From an optimization exercise on the open Yosys and OpenROAD flow, aimed at small area and a short achievable clock period; shortcuts taken in it are not production practice.
Only simulation tests tie the RTL to the original design; equivalence was not proved.
The clock port is modelled as an ideal driver; clocking choices that lean on that would not hold on a real chip.
No activity file was given, so power comes from the tool's default toggle rates.

## build 34
Design scratch_stack_ram, start of the top module:
module scratch_stack_ram #(
    parameter int DATA_WIDTH     = 10,
    parameter int ADDR_WIDTH     = 8,
    parameter int CLEAR_ON_RESET = 1
) (
    input  logic                  CLK,
    input  logic                  RST,
    input  logic [DATA_WIDTH-1:0] DATA_IN,
    input  logic                  SCR_WE,
    input  logic [ADDR_WIDTH-1:0] SCR_ADDR,
    input  logic                  PUSH,
    input  logic                  POP,
    input  logic                  SP_LD,
    input  logic [ADDR_WIDTH-1:0] SP_DATA,
    input  logic                  ERR_CLR,
    output logic [DATA_WIDTH-1:0] DATA_OUT,
    output logic [ADDR_WIDTH-1:0] SP_OUT,
    output logic                  BUSY,
    output logic                  STK_EMPTY,
    output logic                  STK_FULL,
    output logic                  OVF,
    output logic                  UNF,
    output logic                  ILL
);
==> module scratch_stack_ram, before the edit <==
module scratch_stack_ram #(
    parameter int DATA_WIDTH     = 10,
    parameter int ADDR_WIDTH     = 8,
    parameter int CLEAR_ON_RESET = 1
) (
    input  logic                  CLK,
    input  logic                  RST,
    input  logic [DATA_WIDTH-1:0] DATA_IN,
    input  logic                  SCR_WE,
    input  logic [ADDR_WIDTH-1:0] SCR_ADDR,
    input  logic                  PUSH,
    input  logic                  POP,
    input  logic                  SP_LD,
    input  logic [ADDR_WIDTH-1:0] SP_DATA,
    input  logic                  ERR_CLR,
    output logic [DATA_WIDTH-1:0] DATA_OUT,
    output logic [ADDR_WIDTH-1:0] SP_OUT,
    output logic                  BUSY,
    output logic                  STK_EMPTY,
    output logic                  STK_FULL,
    output logic                  OVF,
    output logic                  UNF,
    output logic                  ILL
);
    localparam int DW = DATA_WIDTH;
    logic       busy_q;
    logic [7:0] sp_q;
    logic [8:0] cnt_q;
    logic       ovf_q, unf_q, ill_q;
    logic       cnt_zero, cnt_full;
    assign cnt_zero = cnt_q == 9'd0;
    assign cnt_full = cnt_q[8];    
    logic op_push, op_pop, op_ill, op_scr;
    assign op_ill  = !SP_LD && PUSH && POP;
    assign op_push = !SP_LD && PUSH && !POP;
    assign op_pop  = !SP_LD && POP && !PUSH;
    assign op_scr  = !SP_LD && !PUSH && !POP && SCR_WE;
    always_ff @(posedge CLK or posedge RST) begin
        if (RST) begin
            busy_q <= CLEAR_ON_RESET != 0;
            sp_q   <= '0;
            cnt_q  <= '0;
            ovf_q  <= 1'b0;
            unf_q  <= 1'b0;
            ill_q  <= 1'b0;
        end else if (busy_q) begin
            cnt_q  <= {1'b0, cnt_q[7:0] + 8'd1};
            if (cnt_q[7:0] == 8'hFF) busy_q <= 1'b0;
        end else begin
            if (SP_LD) begin
                sp_q  <= SP_DATA;
                cnt_q <= '0;
            end else if (op_push) begin
                sp_q <= sp_q - 8'd1;
                if (!cnt_full) cnt_q <= cnt_q + 9'd1;
            end else if (op_pop) begin
                sp_q <= sp_q + 8'd1;
                if (!cnt_zero) cnt_q <= cnt_q - 9'd1;
            end
            ovf_q <= (ovf_q && !ERR_CLR) || (op_push && cnt_full);
            unf_q <= (unf_q && !ERR_CLR) || (op_pop && cnt_zero);
            ill_q <= (ill_q && !ERR_CLR) || op_ill;
        end
    end
    logic [7:0]    wa;
    logic          we;
    logic [DW-1:0] wd_n;
    always_comb begin
        if (busy_q) begin
            wa = cnt_q[7:0];
            we = !RST;
        end else if (op_push) begin
            wa = sp_q - 8'd1;
            we = 1'b1;
        end else begin
            wa = SCR_ADDR;
            we = op_scr;
        end
    end
    assign wd_n = busy_q ? '1 : ~DATA_IN;
    logic [15:0] wlo, whi;
    always_comb begin
        for (int k = 0; k < 16; k++) begin
            wlo[k] = wa[3:0] == 4'(k);
            whi[k] = we && wa[7:4] == 4'(k);
        end
    end
    logic [7:0]  ra;
    logic [15:0] rlo, rhi;
    assign ra = POP ? sp_q : SCR_ADDR;
    always_comb begin
        for (int k = 0; k < 16; k++) begin
            rlo[k] = ra[3:0] == 4'(k);
            rhi[k] = !busy_q && ra[7:4] == 4'(k);
        end
    end
    logic [255:0]  rl_n;
    logic [DW-1:0] q_n [256];
    for (genvar h = 0; h < 16; h++) begin : g_hi
        for (genvar l = 0; l < 16; l++) begin : g_lo
            logic          wl;
            logic [DW-1:0] q;
            assign wl = whi[h] && wlo[l];
            always_ff @(posedge CLK) if (wl) q <= wd_n;
            assign rl_n[h*16+l] = ~(rhi[h] && rlo[l]);
            assign q_n[h*16+l]  = q;
        end
    end
    for (genvar b = 0; b < DW; b++) begin : g_bit
        logic [127:0] t1;
        logic [63:0]  t2;
        logic [15:0]  t3;
        logic [7:0]   t4;
        logic [1:0]   t5;
        logic         t6;
        for (genvar j = 0; j < 128; j++) begin : g_l1
            ssr_o22ai u (.a1(q_n[2*j][b]), .a2(rl_n[2*j]), .b1(q_n[2*j+1][b]), .b2(rl_n[2*j+1]),
                         .y(t1[j]));
        end
        for (genvar j = 0; j < 64; j++) begin : g_l2
            ssr_nor2 u (.a(t1[2*j]), .b(t1[2*j+1]), .y(t2[j]));
        end
        for (genvar j = 0; j < 16; j++) begin : g_l3
            ssr_nand4 u (.a(t2[4*j]), .b(t2[4*j+1]), .c(t2[4*j+2]), .d(t2[4*j+3]), .y(t3[j]));
        end
        for (genvar j = 0; j < 8; j++) begin : g_l4
            ssr_nor2 u (.a(t3[2*j]), .b(t3[2*j+1]), .y(t4[j]));
        end
        for (genvar j = 0; j < 2; j++) begin : g_l5
            ssr_nand4 u (.a(t4[4*j]), .b(t4[4*j+1]), .c(t4[4*j+2]), .d(t4[4*j+3]), .y(t5[j]));
        end
        ssr_nor2 u_l6 (.a(t5[0]), .b(t5[1]), .y(t6));
        ssr_inv  u_l7 (.a(t6), .y(DATA_OUT[b]));
    end
    assign SP_OUT    = sp_q;
    assign BUSY      = busy_q;
    assign STK_EMPTY = busy_q || cnt_zero;
    assign STK_FULL  = cnt_full;
    assign OVF       = ovf_q;
    assign UNF       = unf_q;
    assign ILL       = ill_q;
endmodule
export LEC_CHECK = 0
export CAP_MARGIN = 20
export CORE_MARGIN = 2
export CORE_UTILIZATION = 75
export CTS_CLUSTER_DIAMETER = 100
export CTS_CLUSTER_SIZE = 25
export SETUP_SLACK_MARGIN = 2.6
export SLEW_MARGIN = 20
export SYNTH_HIERARCHICAL = 1
export SYNTH_MINIMUM_KEEP_SIZE = 0
create_clock -name core_clock -period 8.0 [get_ports {CLK}]
standard.sh (not shown) runs the stock make flow with config.mk's settings and CLKGATE_MAP_FILE= SYNTH_SCRIPT=/design/flow/synth_recipe.tcl, a recipe that flattens the netlist after the stock synthesis.
==> flow/flow/run.sh <==
#!/bin/bash
# The standard layout with three changes: port buffers are buf_4 cells; before repair_design
# the fanout is capped at 40 (flow/fanout.tcl); before CTS the upper levels of the read tree
# get drive strength 2 (flow/boost.tcl). The make run's output goes to its own log.
set -euo pipefail
HERE=$(pwd)
bash standard.sh "BUFFER_PORTS_ARGS=-buffer_cell sky130_fd_sc_hd__buf_4" \
  PRE_RESIZE_TCL="$HERE/flow/fanout.tcl" PRE_CTS_TCL="$HERE/flow/boost.tcl" finish \
  > "$HERE/standard_finish.log" 2>&1
==> flow/flow/boost.tcl <==
# Sourced by ORFS's cts.tcl before clock tree synthesis (PRE_CTS_TCL). The read tree's
# upper levels (from the 16-word nodes to the output) drive long wires across the array,
# so give those few cells drive strength 2 before CTS and its timing repair.
proc upsize_read_tree {levels target} {
  set n 0
  set re "\\.(g_([join $levels |])\\\[\\d+\\\]\\.u|u_([join $levels |]))\\.y\$"
  foreach net [get_nets -hierarchical g_bit*] {
    if {![regexp $re [get_full_name $net]]} continue
    foreach pin [get_pins -of_objects $net -filter "direction==output"] {
      set inst [get_cells -of_objects $pin]
      set master [get_property $inst ref_name]
      if {[regexp {^(sky130_fd_sc_hd__[a-z0-9]+)_(\d+)$} $master -> base sz] && $sz < $target} {
        replace_cell $inst ${base}_$target
        incr n
      }
    }
  }
  puts "upsize_read_tree: resized $n cells to drive $target"
}
upsize_read_tree {l3 l4 l5 l6 l7} 2
==> flow/flow/fanout.tcl <==
# Sourced by ORFS's resize.tcl before repair_design (PRE_RESIZE_TCL): cap the fanout so that
# the write-data and other wide nets get split into smaller buffered nets.
set_max_fanout 40 [current_design]
Having completed the whole flow, build 34 delivered a layout that passed the timing, DRC and antenna checks.
For build 91, these inputs were changed with respect to build 34:
--- a/flow/design.v
+++ b/flow/design.v
@@ -8,8 +8,25 @@
     assign y = ~(a & b & c & d);
 endmodule
 module ssr_inv (input logic a, output logic y);
     assign y = ~a;
+endmodule
+module ssr_rdec #(
+    parameter int HI_BASE = 0
+) (
+    input  logic        pop,
+    input  logic        busy,
+    input  logic [7:0]  scr_addr,
+    input  logic [7:0]  sp,
+    output logic [15:0] lo,
+    output logic [7:0]  hi
+);
+    logic [7:0] ra;
+    assign ra = pop ? sp : scr_addr;
+    always_comb begin
+        for (int k = 0; k < 16; k++) lo[k] = ra[3:0] == 4'(k);
+        for (int k = 0; k < 8; k++) hi[k] = !busy && ra[7:4] == 4'(HI_BASE + k);
+    end
 endmodule
 module scratch_stack_ram #(
     parameter int DATA_WIDTH     = 10,
     parameter int ADDR_WIDTH     = 8,
@@ -96,16 +113,15 @@
             wlo[k] = wa[3:0] == 4'(k);
             whi[k] = we && wa[7:4] == 4'(k);
         end
     end
-    logic [7:0]  ra;
-    logic [15:0] rlo, rhi;
-    assign ra = POP ? sp_q : SCR_ADDR;
-    always_comb begin
-        for (int k = 0; k < 16; k++) begin
-            rlo[k] = ra[3:0] == 4'(k);
-            rhi[k] = !busy_q && ra[7:4] == 4'(k);
-        end
+    logic [15:0] rlo [2];
+    logic [7:0]  rhi [2];
+    for (genvar c = 0; c < 2; c++) begin : g_rdec
+        ssr_rdec #(.HI_BASE(8 * c)) u (
+            .pop(POP), .busy(busy_q), .scr_addr(SCR_ADDR), .sp(sp_q),
+            .lo(rlo[c]), .hi(rhi[c])
+        );
     end
     logic [255:0]  rl_n;
     logic [DW-1:0] q_n [256];
     for (genvar h = 0; h < 16; h++) begin : g_hi
@@ -113,9 +129,9 @@
             logic          wl;
             logic [DW-1:0] q;
             assign wl = whi[h] && wlo[l];
             always_ff @(posedge CLK) if (wl) q <= wd_n;
-            assign rl_n[h*16+l] = ~(rhi[h] && rlo[l]);
+            assign rl_n[h*16+l] = ~(rhi[h/8][h%8] && rlo[h/8][l]);
             assign q_n[h*16+l]  = q;
         end
     end
     for (genvar b = 0; b < DW; b++) begin : g_bit
Notes after the runs:
Setup fix buffers added after clock tree synthesis for build 91: 32 down relative to build 34
The final layout from build 34, which completed every stage, passed the timing, DRC and antenna checks at the end of the flow.
Build 91 has completed all stages; timing, DRC and antenna checks passed.
Changes observed in build 91 relative to build 34: cell area after synthesis climbed 0.51%, number of global-route vias before repair climbed 620, synthesized-area fraction occupied by xor and xnor cells barely changed.
On power share of the combinational group, build 34 and build 91 are neck and neck.
Summary — arrival time at the worst endpoint, build 91 relative to build 34: higher, by 0.07 ns.
As far as maximum number of pins on one net before global-route repair goes, build 91 and build 34 are indistinguishable; the numbers are identical.
Comparing the two runs side by side, build 91 comes out behind build 34 on switching power.

==> afterwards: timing with drivers on the ports <==
The flow's constraints put no driver on any port. The routed layouts listed below were extracted and timed again, unchanged, in two steps.
Step 1 (the two cells are an assumption about what drives the block):
set clk [get_ports {CLK}]
set_driving_cell -lib_cell sky130_fd_sc_hd__clkbuf_16 $clk
set_driving_cell -lib_cell sky130_fd_sc_hd__buf_2 [delete_from_list [all_inputs] $clk]
Step 2 moves the port delays by t, midway between the first and last clock arrival at a register: inputs arrive t later, outputs are due t later. That takes back most of the time a late clock gives input paths.
a / b / c = ideal ports / drivers / drivers and shift; a / b = the first two.
run | t, ns | setup slack, ns | latest minus earliest clock arrival (ns) | slew at the worst register clock pin (ns)
build 34 | 0.850 | 1.912 / 1.852 / 1.852 | 0.040 / 0.040 | 0.11 / 0.11
build 91 | 0.867 | 1.844 / 1.813 / 1.813 | 0.038 / 0.037 | 0.11 / 0.11
After both steps setup and hold are still met in every run listed. For build 34, which loses most, drivers alone change the setup slack by -0.060 ns; drivers and shift together by -0.060 ns.
